What follows belongs to an exercise in optimizing a design on an open flow for a short achievable clock period; a production flow would make more cautious choices. Only simulation tests tie the RTL to the original design; equivalence was not proved. Power is estimated from default activity; no workload was simulated.

### flow/run.sh
#!/bin/bash
# synth_recipe.tcl (not shown) runs the flow's synth.tcl, then flattens the netlist and writes it again
# the make line also repeats each setting of config.mk as NAME=value (left out here)
make -C /OpenROAD-flow-scripts/flow DESIGN_CONFIG=/design/flow/config.mk WORK_HOME=/design/flow/orfs CLKGATE_MAP_FILE= SYNTH_SCRIPT=/design/flow/synth_recipe.tcl finish
### flow/constraint.sdc
create_clock -name core_clock -period 6.0 [get_ports {i_clk}]
set_input_delay 1.2000 -clock core_clock [delete_from_list [all_inputs] [get_ports {i_clk}]]
set_output_delay 1.2000 -clock core_clock [all_outputs]
set_load 0.01 [all_outputs]
### flow/config.mk
export PLATFORM = sky130hd
export DESIGN_NAME = icmp_echo_reply_parser
export DESIGN_NICKNAME = icmp_echo_reply_parser
export VERILOG_FILES = /design/flow/design.v
export SDC_FILE = /design/flow/constraint.sdc
export NUM_CORES = 4
export LEC_CHECK = 0
export ABC_CLOCK_PERIOD_IN_PS = 2000
export CAP_MARGIN = 20
export CORE_MARGIN = 2
export CORE_UTILIZATION = 40
export SETUP_SLACK_MARGIN = 3.8
export SLEW_MARGIN = 20
### flow/design.v
package icmp_pkg;
    localparam int MAX_PACKET = 2047;
    localparam int CNT_W      = $clog2(MAX_PACKET + 1);
    localparam int LEN_W      = 11;
    localparam int CFG_IDX_W  = 1;
    localparam int CFG_DATA_W = 16;
    localparam logic [CFG_IDX_W-1:0] CFG_ECHO_ID      = CFG_IDX_W'(0);
    localparam logic [CFG_IDX_W-1:0] CFG_REPORT_OTHER = CFG_IDX_W'(1);
    localparam logic [CNT_W-1:0] POS_VER_IHL = CNT_W'(0);
    localparam logic [CNT_W-1:0] POS_TTL     = CNT_W'(8);
    localparam logic [CNT_W-1:0] POS_PROTO   = CNT_W'(9);
    localparam logic [CNT_W-1:0] OFF_TYPE    = CNT_W'(0);
    localparam logic [CNT_W-1:0] OFF_CODE    = CNT_W'(1);
    localparam logic [CNT_W-1:0] OFF_ID_LO   = CNT_W'(4);
    localparam logic [CNT_W-1:0] OFF_ID_HI   = CNT_W'(5);
    localparam logic [CNT_W-1:0] OFF_SEQ_LO  = CNT_W'(6);
    localparam logic [CNT_W-1:0] OFF_SEQ_HI  = CNT_W'(7);
    localparam logic [CNT_W-1:0] OFF_SEC_LO  = CNT_W'(8);
    localparam logic [CNT_W-1:0] OFF_SEC_HI  = CNT_W'(11);
    localparam logic [CNT_W-1:0] OFF_USEC_LO = CNT_W'(12);
    localparam logic [CNT_W-1:0] OFF_USEC_HI = CNT_W'(15);
    localparam logic [7:0]       PROTO_ICMP      = 8'd1;
    localparam logic [7:0]       ICMP_ECHO_REPLY = 8'd0;
    localparam logic [CNT_W-1:0] MIN_IP_LEN      = CNT_W'(20);
    localparam logic [CNT_W-1:0] ICMP_HDR_LEN    = CNT_W'(8);
    localparam logic [CNT_W-1:0] ICMP_ECHO_LEN   = CNT_W'(16);
    localparam logic [19:0]      USEC_PER_SEC    = 20'd1000000;
    typedef enum logic [1:0] {
        KIND_DROP  = 2'd0,
        KIND_ECHO  = 2'd1,
        KIND_OTHER = 2'd2
    } t_kind;
    typedef struct packed {
        logic [7:0]         data_byte;
        logic               last_byte;
        logic signed [31:0] recv_sec;
        logic [19:0]        recv_usec;
    } t_in;
    typedef struct packed {
        t_kind              kind;
        logic [LEN_W-1:0]   icmp_len;
        logic [7:0]         msg_type;
        logic [7:0]         msg_code;
        logic [15:0]        seq;
        logic [7:0]         ttl;
        logic signed [31:0] rtt_sec;
        logic [19:0]        rtt_usec;
    } t_out;
    typedef struct packed {
        logic [15:0] echo_id;
        logic        report_other;
    } t_cfg;
    typedef struct packed {
        logic [CNT_W-1:0] byte_count;
        logic [5:0]       hdr_len;
        logic [7:0]       protocol;
        logic [7:0]       ttl;
        logic [7:0]       msg_type;
        logic [7:0]       msg_code;
        logic [15:0]      id;
        logic [15:0]      seq;
        logic [31:0]      send_sec;
        logic [31:0]      send_usec;
    } t_pkt;
    typedef struct packed {
        t_kind            kind;
        logic [LEN_W-1:0] icmp_len;
        logic [7:0]       msg_type;
        logic [7:0]       msg_code;
        logic [15:0]      seq;
        logic [7:0]       ttl;
        logic [31:0]      send_sec;
        logic [31:0]      send_usec;
        logic [31:0]      recv_sec;
        logic [19:0]      recv_usec;
    } t_job;
endpackage
module icmp_rtt (
    input  logic [31:0] i_rs,
    input  logic [31:0] i_nss,
    input  logic [31:0] i_mss,
    input  logic [19:0] i_ru,
    input  logic [19:0] i_su,
    input  logic [19:0] i_nsu,
    input  logic [19:0] i_ksu,
    input  logic [11:0] i_suhi,
    output logic [31:0] o_sec,
    output logic [19:0] o_usec
);
    logic        borrow;
    logic [31:0] sec0;
    logic [31:0] sec1;
    logic [19:0] usec0;
    logic [19:0] usec1;
    always_comb begin
        borrow = !i_suhi[11] && ((|i_suhi[10:0]) || (i_ru < i_su));
        sec0   = i_rs + i_mss;
        sec1   = i_rs + i_nss;
        usec0  = i_ru + i_nsu;
        usec1  = i_ru + i_ksu;
        o_sec  = borrow ? sec1 : sec0;
        o_usec = borrow ? usec1 : usec0;
    end
endmodule
module icmp_echo_reply_parser (
    input  logic                                i_clk,
    input  logic                                i_rst_n,
    input  logic                                i_valid,
    output logic                                o_ready,
    input  icmp_pkg::t_in                       i_data,
    output logic                                o_valid,
    input  logic                                i_ready,
    output icmp_pkg::t_out                      o_data,
    input  logic                                i_cfg_we,
    input  logic [icmp_pkg::CFG_IDX_W-1:0]      i_cfg_idx,
    input  logic [icmp_pkg::CFG_DATA_W-1:0]     i_cfg_data
);
    localparam int NS = 3;
    logic [15:0] r_echo_id;
    logic        r_report_other;
    always_ff @(posedge i_clk) begin
        if (!i_rst_n) begin
            r_echo_id      <= 16'd0;
            r_report_other <= 1'b1;
        end else if (i_cfg_we) begin
            if (i_cfg_idx == icmp_pkg::CFG_ECHO_ID) r_echo_id <= i_cfg_data[15:0];
            else                                    r_report_other <= i_cfg_data[0];
        end
    end
    logic          r_full;
    logic          r_empty;
    logic          r_out_v;
    logic [NS-1:0] r_rp;
    logic [NS-1:0] r_wp;
    logic [10:0]   r_pos;
    logic [3:0]    r_nib;
    logic accept;
    logic push;
    logic bready;
    logic pop;
    assign accept  = i_valid && !r_full;
    assign push    = accept && i_data.last_byte;
    assign bready  = !r_out_v || i_ready;
    assign pop     = !r_empty && bready;
    assign o_ready = !r_full;
    assign o_valid = r_out_v;
    always_ff @(posedge i_clk) begin
        if (!i_rst_n) begin
            r_full  <= 1'b0;
            r_empty <= 1'b1;
            r_out_v <= 1'b0;
            r_rp    <= NS'(1);
            r_wp    <= NS'(1);
            r_pos   <= 11'd0;
            r_nib   <= 4'd0;
        end else begin
            if (push && !pop) begin
                r_empty <= 1'b0;
                r_full  <= !r_empty;
            end else if (pop && !push) begin
                r_full  <= 1'b0;
                r_empty <= !r_full;
            end
            if (bready) r_out_v <= !r_empty;
            if (pop)  r_rp <= {r_rp[NS-2:0], r_rp[NS-1]};
            if (push) r_wp <= {r_wp[NS-2:0], r_wp[NS-1]};
            if (accept) begin
                if (i_data.last_byte)     r_pos <= 11'd0;
                else if (r_pos != 11'd2047) r_pos <= r_pos + 11'd1;
                if (r_pos == 11'd0)       r_nib <= i_data.data_byte[3:0];
            end
        end
    end
    logic [10:0] hl;
    logic [10:0] off;
    logic        sel_type, sel_code, sel_ttl, sel_proto;
    logic [1:0]  sel_id, sel_seq;
    logic [3:0]  sel_ss, sel_su;
    assign hl  = {5'd0, r_nib, 2'b00};
    assign off = r_pos - hl;
    always_comb begin
        sel_type  = (off == 11'd0) || (r_pos == 11'd0);
        sel_code  = (off == 11'd1);
        sel_id    = {off == 11'd5, off == 11'd4};
        sel_seq   = {off == 11'd7, off == 11'd6};
        sel_ttl   = (r_pos == 11'd8);
        sel_proto = (r_pos == 11'd9);
        for (int i = 0; i < 4; i++) begin
            sel_ss[i] = (off == 11'(8 + i));
            sel_su[i] = (off == 11'(12 + i));
        end
    end
    logic [7:0]  byte_in;
    logic [7:0]  a_type, a_code, a_ttl, a_proto;
    logic [15:0] a_id, a_seq;
    logic [31:0] a_ss, a_su;
    logic [7:0]  d_type, d_code, d_ttl, d_proto;
    logic [15:0] d_id, d_seq;
    logic [31:0] d_ss, d_su;
    assign byte_in = i_data.data_byte;
    always_comb begin
        d_type  = sel_type  ? byte_in : a_type;
        d_code  = sel_code  ? byte_in : a_code;
        d_ttl   = sel_ttl   ? byte_in : a_ttl;
        d_proto = sel_proto ? byte_in : a_proto;
        for (int i = 0; i < 2; i++) begin
            d_id[8*i +: 8]  = sel_id[i]  ? byte_in : a_id[8*i +: 8];
            d_seq[8*i +: 8] = sel_seq[i] ? byte_in : a_seq[8*i +: 8];
        end
        for (int i = 0; i < 4; i++) begin
            d_ss[8*i +: 8] = sel_ss[i] ? byte_in : a_ss[8*i +: 8];
            d_su[8*i +: 8] = sel_su[i] ? byte_in : a_su[8*i +: 8];
        end
    end
    always_ff @(posedge i_clk) begin
        a_type  <= d_type;
        a_code  <= d_code;
        a_ttl   <= d_ttl;
        a_proto <= d_proto;
        a_id    <= d_id;
        a_seq   <= d_seq;
        a_ss    <= d_ss;
        a_su    <= d_su;
    end
    logic [10:0] len;
    logic [10:0] ilen;
    logic        icmp_ok;
    logic        c_echo;
    logic        c_other;
    logic        c_keep;
    always_comb begin
        len     = (r_pos == 11'd2047) ? 11'd2047 : r_pos + 11'd1;
        ilen    = len - hl;
        icmp_ok = (a_proto == icmp_pkg::PROTO_ICMP) && (len >= icmp_pkg::MIN_IP_LEN)
                  && (len >= hl + icmp_pkg::ICMP_HDR_LEN);
        c_echo  = icmp_ok && (a_type == icmp_pkg::ICMP_ECHO_REPLY) && (a_id == r_echo_id)
                  && (ilen >= icmp_pkg::ICMP_ECHO_LEN);
        c_other = icmp_ok && (a_type != icmp_pkg::ICMP_ECHO_REPLY) && r_report_other;
        c_keep  = c_echo || c_other;
    end
    logic [1:0]  s_kind [NS];
    logic [10:0] s_ilen [NS];
    logic [7:0]  s_type [NS];
    logic [7:0]  s_code [NS];
    logic [15:0] s_seq  [NS];
    logic [7:0]  s_ttl  [NS];
    logic        s_echo [NS];
    logic [31:0] s_rs   [NS];
    logic [31:0] s_nss  [NS];
    logic [31:0] s_mss  [NS];
    logic [19:0] s_ru   [NS];
    logic [19:0] s_su   [NS];
    logic [19:0] s_nsu  [NS];
    logic [19:0] s_ksu  [NS];
    logic [11:0] s_suhi [NS];
    logic [31:0] rtt_sec  [NS];
    logic [19:0] rtt_usec [NS];
    for (genvar k = 0; k < NS; k++) begin : g_slot
        always_ff @(posedge i_clk) begin
            if (r_wp[k]) begin
                s_kind[k] <= c_echo ? icmp_pkg::KIND_ECHO
                           : (c_other ? icmp_pkg::KIND_OTHER : icmp_pkg::KIND_DROP);
                s_ilen[k] <= c_keep ? ilen : 11'd0;
                s_type[k] <= c_keep ? a_type : 8'd0;
                s_code[k] <= c_keep ? a_code : 8'd0;
                s_seq[k]  <= c_echo ? a_seq : 16'd0;
                s_ttl[k]  <= c_echo ? a_ttl : 8'd0;
                s_echo[k] <= c_echo;
                s_rs[k]   <= i_data.recv_sec;
                s_ru[k]   <= i_data.recv_usec;
                s_nss[k]  <= ~a_ss;
                s_mss[k]  <= -a_ss;
                s_su[k]   <= a_su[19:0];
                s_nsu[k]  <= -a_su[19:0];
                s_ksu[k]  <= icmp_pkg::USEC_PER_SEC - a_su[19:0];
                s_suhi[k] <= {d_su[31:24], a_su[23:20]};
            end
        end
        icmp_rtt u_rtt (
            .i_rs   (s_rs[k]),
            .i_nss  (s_nss[k]),
            .i_mss  (s_mss[k]),
            .i_ru   (s_ru[k]),
            .i_su   (s_su[k]),
            .i_nsu  (s_nsu[k]),
            .i_ksu  (s_ksu[k]),
            .i_suhi (s_suhi[k]),
            .o_sec  (rtt_sec[k]),
            .o_usec (rtt_usec[k])
        );
    end
    logic [1:0]  n_kind;
    logic [10:0] n_ilen;
    logic [7:0]  n_type, n_code, n_ttl;
    logic [15:0] n_seq;
    logic [31:0] n_sec;
    logic [19:0] n_usec;
    logic [104:0] r_out;
    always_comb begin
        n_kind = '0; n_ilen = '0; n_type = '0; n_code = '0;
        n_seq  = '0; n_ttl  = '0; n_sec  = '0; n_usec = '0;
        for (int k = 0; k < NS; k++) begin
            if (r_rp[k]) begin
                n_kind = n_kind | s_kind[k];
                n_ilen = n_ilen | s_ilen[k];
                n_type = n_type | s_type[k];
                n_code = n_code | s_code[k];
                n_seq  = n_seq | s_seq[k];
                n_ttl  = n_ttl | s_ttl[k];
            end
            if (r_rp[k] && s_echo[k]) begin
                n_sec  = n_sec | rtt_sec[k];
                n_usec = n_usec | rtt_usec[k];
            end
        end
    end
    always_ff @(posedge i_clk) begin
        if (bready) r_out <= {n_kind, n_ilen, n_type, n_code, n_seq, n_ttl, n_sec, n_usec};
    end
    assign o_data = r_out;
endmodule
==> out/qor.txt <==
Outcome: complete, no violations
Vias in the first global route: 27.6k
Initial DRC count: 2545
Post-synthesis simple-gate area fraction: 7.60%
Worst EP arrival: 5380 ps
Slew margin rel.: 23.5%
Vias post-DR: 28.3k
WL per Instance: 23.8 µm
Die W: 337 µm
Setup TNS: 0 ps
Core area: 0.110 mm²
Leak: 0.0216 µW
Detailed Routing Iterations Pass 1: 6
Mapped Cells: 3166
Port-buffer cells: 189
Synthesized area: 0.0443 mm²
Clk pin slew, worst setup/hold paths: 60 ps
Min Tclk post-route: 4870 ps
Post-synthesis sequential area ratio: 65.1%
Final nets: 4001
Diodes inserted: 0
Clock power share: 39.8%
Delay-heaviest family, CP: compound AO/OA/AOI/OAI gates
Std-Cell Rows: 122
Power density cells: 301 mW/mm²
Total track usage: 21.6%
Initial antenna violation count: 12
Comb power frac: 14.3%
Synth Area in Compound Gates: 9.45%
Largest net degree at the start of global routing: 151
# IOs: 190
Crit-path max cell delay: 540 ps
Largest family of logic cells by synthesized area: compound AO/OA/AOI/OAI gates
Total congestion overflow: 0
Mux cell area share after synthesis: 3.97%
Via density: 5.39
Die Footprint: 0.113 mm²
First-pass GRT wire length: 180000 µm
XOR/XNOR Fraction of Synth Area: 4.35%
Final hold violations: 0
Cell variety after synth: 80
Maxcap violations: 0
CTS tree: built
Detail Route Antenna Nets: 0
Clock Latency Late Sink: 710 ps
Internal power: 13000 µW
Seq cells post-synth: 976
Final GP Congestion: 0.882
Adder-Cell Fraction of Synth Area: 7.06%
H-tree Lvls: 3
Root Buffer Master: clkbuf_16
Die height: 337 µm
CP required: 6510 ps
Post-synth EDFFs: 927
Top FF cell, synth: edfxtp_1
Crit-path cells: ha_1 > nor2b_1 > nor3_1 > o211ai_1 > and4b_1 > or4_4 > buf_12 > mux2_2 > ha_4 > a211o_1 > a21oi_2 > o211ai_1 > a21bo_2 > o21ai_4 > nand2b_1 > a21o_1 > a21oi_2 > mux2_4 > o21ai_2
Starting Density: 40.2%
Post-DP HPWL: 77800 µm
Setup Skew: 36.2 ps
Syn Nets: 3494
Sequential share of power: 45.9%
P_sw: 4390 µW
Drt drc: 0
Slowest CP cell: or4_4
CP Buf/Inv Count: 1
Worst hold slack: 477 ps
CP Class: reg -> reg
Worst vdd ir: 225 µV
Ys async rst share: 0%
Worst min-delay path class: reg -> reg
Clock sink count: 976
Clock Path Buffers: 3
Area Growth Syn to Fin: 31.0%
Part of the cycle the worst path needs: 81.2%
Avg Inst Size Synth: 14.0 µm²
Synth warn: 34
Max Fclk: 205 MHz
Element type at the critical path end: register
Worst slew pin tran: 1140 ps
Filler instances: 9150
Setup-failing EPs final: 0
Worst setup SP type: register
Post-Route WL: 125000 µm
Largest fanout on the critical path: 8
Unrepaired setup endpoints after global routing: true
Fin. max-slew vios: 0
Layout cell share with drive strength beyond 1: 33.1%
TritonCTS Buffers: 106
Sw Share: 25.2%
-- kinds of logic after synthesis --
family | count (synthesis)
XOR/XNOR | 220
AND/OR/NAND/NOR | 664
multiplexers | 158
flip-flops | 976
adder cells (fa/ha/maj) | 245
buffers and inverters | 286
AO/OA/AOI/OAI | 617
-- final cells by class --
type | count | area, µm² | area share, %
Clock buffer | 116 | 2690 | 4.64
Inverter | 202 | 763 | 1.32
Multi-Input combinational cell | 1908 | 18400 | 31.7
Sequential cell | 976 | 28900 | 49.8
Tap cell | 1488 | 1860 | 3.21
Timing Repair Buffer | 479 | 4420 | 7.62
Clock inverter | 81 | 1020 | 1.76
-- power by group through the flow --
stage	Sequential, µW	Combinational (µW)	Clock, µW
3_5_place_dp	8160	2110	0
6_report	8010	2490	6940
2_1_floorplan	8230	1100	0
3_3_place_gp	8160	2110	0
4_1_cts	8020	2350	7060
5_1_grt	8040	2670	7320
-- through the flow --
| step | instances | cell area, µm² | worst slack [ps] | total power [µW] | utilization (%) |
|---|---|---|---|---|---|
| 2_1_floorplan | 3166 | 45200 | 1610 | 9330 | - |
| 3_3_place_gp | 4811 | 49000 | 185 | 10300 | 44.5 |
| 3_5_place_dp | 4811 | 49000 | 220 | 10300 | 44.5 |
| 4_1_cts | 5181 | 56400 | 1030 | 17400 | 51.2 |
| 5_1_grt | 5250 | 58000 | 977 | 18000 | 52.6 |
| 6_report | 5250 | 58000 | 1130 | 17400 | 52.6 |
-- sequential cells by signal (all words and copies together) (netlist names), 42 cells and up --
register / cells
s_ksu: 42
s_nsu: 57
s_su: 60
s_ru: 60
s_rs: 96
s_mss: 96
s_seq: 48
r_out: 105
s_nss: 96
-- synth_stat cells, types with 32 or more instances --
master / count / area, µm²
clkbuf_1: 68 / 255
nor2b_1: 36 / 225
and2_1: 56 / 350
a21o_1: 47 / 353
dfxtp_1: 49 / 981
nand2_1: 183 / 687
o21ai_0: 128 / 641
nor3_1: 60 / 300
ha_1: 237 / 2970
nand3_1: 48 / 240
nor4_1: 32 / 200
edfxtp_1: 927 / 27800
a222oi_1: 52 / 521
mux2_2: 142 / 1600
nor2_1: 127 / 477
xor2_1: 71 / 622
xnor2_1: 149 / 1310
inv_1: 202 / 758
a21oi_1: 146 / 731
-- timing repair --
item,4_1_cts,5_1_grt
pin swaps,196,152
gates cloned,15,1
hold endpoints to repair,0,0
setup buffers,158,68
setup endpoints to repair,688,648
resized for setup,986,203
hold buffers,0,0
-- routing by layer --
metal | part of all wire, % | global-route usage [%]
met5 | 0.050 | 0
met1 | 43 | 29.6
met3 | 6.0 | 3.15
met4 | 3.2 | 7.89
met2 | 47 | 35.0
-- worst paths after layout --
kind,cells past startpoint,end,startpoint,slack (ps)
hold reg to reg,0,s_suhi[0][0]$_DFFE_PP_,a_su[20]$_DFFE_PN_,480
hold / removal,0,s_suhi[0][0]$_DFFE_PP_,a_su[20]$_DFFE_PN_,480
setup / recovery,19,r_out[41]$_DFFE_PN_,s_ru[2][1]$_DFFE_PP_,1130
setup reg to reg,19,r_out[41]$_DFFE_PN_,s_ru[2][1]$_DFFE_PP_,1130
-- layout by cell type (no fill, tap or decap), drive strengths merged, types with 19 or more instances in the layout --
master and n:
edfxtp 927, buf 394, ha 237, inv 209, nand2 185, xnor2 149
a21oi 146, mux2 142, o21ai 130, nor2 127, clkbuf 118, clkdlybuf4s50 80
xor2 71, nor3 62, and2 57, a222oi 52, nand3 49, dfxtp 49
clkinv 48, a21o 47, nor2b 36, nor4 36, a22oi 31, o21a 30
nand4 26, a21boi 24, a211oi 24, nand2b 23, bufinv 20, and3 19

afterwards: timing with drivers on the ports:
The results above use ideal ports. As a check the final layout listed here was re-extracted and re-timed, cells and wires unchanged. Step 1 (the two cells are an assumption about what drives the block):
set clk [get_ports {i_clk}]
set_driving_cell -lib_cell sky130_fd_sc_hd__clkbuf_16 $clk
set_driving_cell -lib_cell sky130_fd_sc_hd__buf_2 [delete_from_list [all_inputs] $clk]
Step 2 also shifts input and output timing later by t, the mid clock arrival at the registers, as if the neighbouring blocks saw the same clock. Three values: ideal ports, drivers, drivers and shift; two values: the first two.
t, ns: 0.758
setup slack, ns: 1.126 / 1.126 / 1.126
cell pins on the clock port's net: 1
After both steps this run still meets setup and hold. For this run, drivers alone change the setup slack by 0.000 ns; drivers and shift together by 0.000 ns.
